What follows belongs to an exercise in optimizing a design on an open flow for small area; a production flow would make more cautious choices.
RTL that was checked went through simulation tests only; none was proved equivalent to the original.
The clock input has no modelled driver; a real chip could not lean on it and would need a root buffer or a full tree.
No activity file was given, so power comes from the tool's default toggle rates.

south:
// cube_raster
module cube_raster
#(
    parameter int NUM_LANES       = 10,
    parameter int WORDS_PER_FRAME = 3,
    parameter int BIT_PERIOD      = 20,
    parameter int ONE_HIGH        = 13,
    parameter int ZERO_HIGH       = 6
) (
    input  logic                   clk,
    input  logic                   reset,
    input  logic                   enable_i,
    input  logic                   ack_i,
    input  logic                   pix_valid_i,
    output logic                   pix_ready_o,
    input  cube_pkg::color_t [NUM_LANES-1:0] pix_color_i,    
    input  cube_pkg::dim_t pix_dim_i,
    output logic                   finished_o,
    output logic [NUM_LANES-1:0]   sout_o
);
Size in the first run: roughly 110 flip-flops, ~5300 µm² of cells after synthesis.
Settings: LEC_CHECK=0, CAP_MARGIN=20, CORE_MARGIN=2, CORE_UTILIZATION=40, SLEW_MARGIN=20, SYNTH_HIERARCHICAL=1; clock period 5.0 ns.
standard.sh (not shown) runs the stock make flow with config.mk's settings and CLKGATE_MAP_FILE= SYNTH_SCRIPT=/design/flow/synth_recipe.tcl, a recipe that flattens the netlist after the stock synthesis.
==> flow/flow/run.sh <==
#!/bin/bash
# Layout flow: the standard flow (standard.sh) with two changes:
#  - port buffers are the smallest buffer, sky130_fd_sc_hd__buf_1
#  - the clock tree is built by flow/manual_cts.tcl (ORFS's PRE_CTS_TCL hook):
#    four buf_12, each driving a quarter of the flip-flops, fed straight
#    from the clock port; ORFS's own clock tree synthesis is skipped
# The make output goes to standard.log here; ORFS keeps each step's log too.
set -euo pipefail
export BUFFER_PORTS_ARGS="-buffer_cell sky130_fd_sc_hd__buf_1"
export PRE_CTS_TCL="$PWD/flow/manual_cts.tcl"
export MCTS_LEAVES=4
export MCTS_ROOTS=0
export MCTS_LEAF_BUF=sky130_fd_sc_hd__buf_12
bash standard.sh > standard.log 2>&1
Other scripts of this flow, unchanged in this note and not shown: flow/flow/manual_cts.tcl
Edits applied to the flow inputs when going from south to east:
--- a/flow/design.v
+++ b/flow/design.v
@@ -74,16 +74,17 @@
     logic [7:0] ring_q [NUM_LANES];                  
     logic       ring_flip;
     logic [7:0] ring_col;                            
     logic       ring_hold;                           
     logic       ready_next;
     logic [NUM_LANES-1:0] bit_q;                     
     logic [7:0]  prod_top;                          
     logic       prod_bit;
+    logic       prod_bit_q;                          
     assign idle      = ~(pix_ready_o | st_mult | st_send | finished_o);
     assign active    = st_mult | st_send;
     assign xfer      = pix_ready_o & pix_valid_i;
     assign q_last    = (q == 5'd19);
     assign q_end     = (q == 5'd2);
     assign w_zero    = (w == 3'd0);
     assign word_done = st_send & q_end & w_zero;
     assign last_word = (word_cnt == 2'(WORDS_PER_FRAME - 1));
@@ -139,18 +140,19 @@
             always_ff @(posedge clk) begin
                 ring_q[p] <= ~((pix_color_i[(14 - p) % 10] | {8{ring_hold}}) &
                                (ring_q[(p + 1) % NUM_LANES] | {8{pix_ready_o}}));
             end
         end
     end
     assign ring_col = ring_q[0];
     always_ff @(posedge clk) begin
-        if (q <= 5'd9) begin
-            bit_q <= {bit_q[NUM_LANES-2:0], prod_bit};
+        prod_bit_q <= prod_bit;
+        if (q >= 5'd1 && q <= 5'd10) begin
+            bit_q <= {bit_q[NUM_LANES-2:0], prod_bit_q};
         end
     end
     for (genvar i = 0; i < NUM_LANES; i++) begin : g_lane
         assign sout_o[i] = st_send & (q >= 5'd5) & ((q <= 5'd10) | ((q <= 5'd17) & bit_q[i]));
     end
     logic pp_0_0, pp_0_1, pp_0_2, pp_0_3, pp_0_4, pp_0_5, pp_0_6, pp_0_7, pp_1_0, pp_1_1, pp_1_2, pp_1_3, pp_1_4, pp_1_5, pp_1_6, pp_1_7, pp_2_0, pp_2_1, pp_2_2, pp_2_3, pp_2_4, pp_2_5, pp_2_6, pp_2_7, pp_3_0, pp_3_1, pp_3_2, pp_3_3, pp_3_4, pp_3_5, pp_3_6, pp_3_7, pp_4_0, pp_4_1, pp_4_2, pp_4_3, pp_4_4, pp_4_5, pp_4_6, pp_4_7, pp_5_0, pp_5_1, pp_5_2, pp_5_3, pp_5_4, pp_5_5, pp_5_6, pp_5_7, pp_6_0, pp_6_1, pp_6_2, pp_6_3, pp_6_4, pp_6_5, pp_6_6, pp_6_7, pp_7_0, pp_7_1, pp_7_2, pp_7_3, pp_7_4, pp_7_5, pp_7_6, pp_7_7, s1, c2, s3, c4, s5, c6, s7, c8, s9, c10, s11, c12, s13, c14, s15, c16, s17, c18, s19, c20, s21, c22, s23, c24, s25, c26, s27, c28, s29, c30, s31, c32, s33, c34, s35, c36, s37, c38, s39, c40, s41, c42, s43, c44, s45, c46, s47, c48, s49, c50, s51, c52, s53, c54, s55, c56, s57, c58, s59, c60, s61, c62, s63, c64, s65, c66, s67, c68, s69, c70, s71, c72, s73, c74, s75, c76, s77, c78, s79, c80, s81, c82, s83, c84;
     logic [15:0] row_a, row_b, prod_full;
     assign pp_0_0 = ring_col[0] & dim_q[0];
[summary]
Of south and east, the higher count of inverters other than clock inverters in the layout belongs to east.
east has completed all stages; timing, DRC and antenna checks passed.
Amount of wire on met2 after detailed routing for east: 7.7% down relative to south
Critical path depth in east is 1 higher than in south
Taking south as the reference, in east relative area change from synthesis to final layout saw a decrease, floorplan die area saw a decrease.
On sequential-cell power consumption, south and east are basically level.
In the flow results for south and east, the final core utilization is smaller on south.
Compared with south, east shows a largest fanout of any net on the critical path that is 4 higher.
east reports its end of the critical path as prod_bit_q while south reports bit_q[0].
Final worst setup slack was higher in the run labelled east.
Looking at startpoint of the most critical setup path, the dim_q[3] result is from south; the dim_q[6] one comes from east.
For south, only the layout was checked, not whether the RTL still works. In every run of this note, the design's own scripts or RTL, not TritonCTS, make the clock network.

-- separate check: timing with driven ports --
The flow's constraints put no driver on any port. The routed layouts listed below were extracted and timed again, unchanged, in two steps. Step 1 (the two cells are an assumption about what drives the block):
set clk [get_ports {clk}]
set_driving_cell -lib_cell sky130_fd_sc_hd__clkbuf_16 $clk
set_driving_cell -lib_cell sky130_fd_sc_hd__buf_2 [delete_from_list [all_inputs] $clk]
Step 2 moves the port delays by t, midway between the first and last clock arrival at a register: inputs arrive t later, outputs are due t later. That takes back most of the time a late clock gives input paths. Slacks: ideal / step 1 / step 2; pairs: ideal / step 1.
| run | t (ns) | setup WS [ns] | worst setup path at the end | latest minus earliest clock arrival (ns) |
|---|---|---|---|---|
| south | 0.230 | 0.215 / 0.215 / 0.215 | register to register | 0.018 / 0.018 |
| east | 0.224 | 0.399 / 0.399 / 0.399 | register to register | 0.013 / 0.013 |
After both steps every run listed still meets setup and hold.
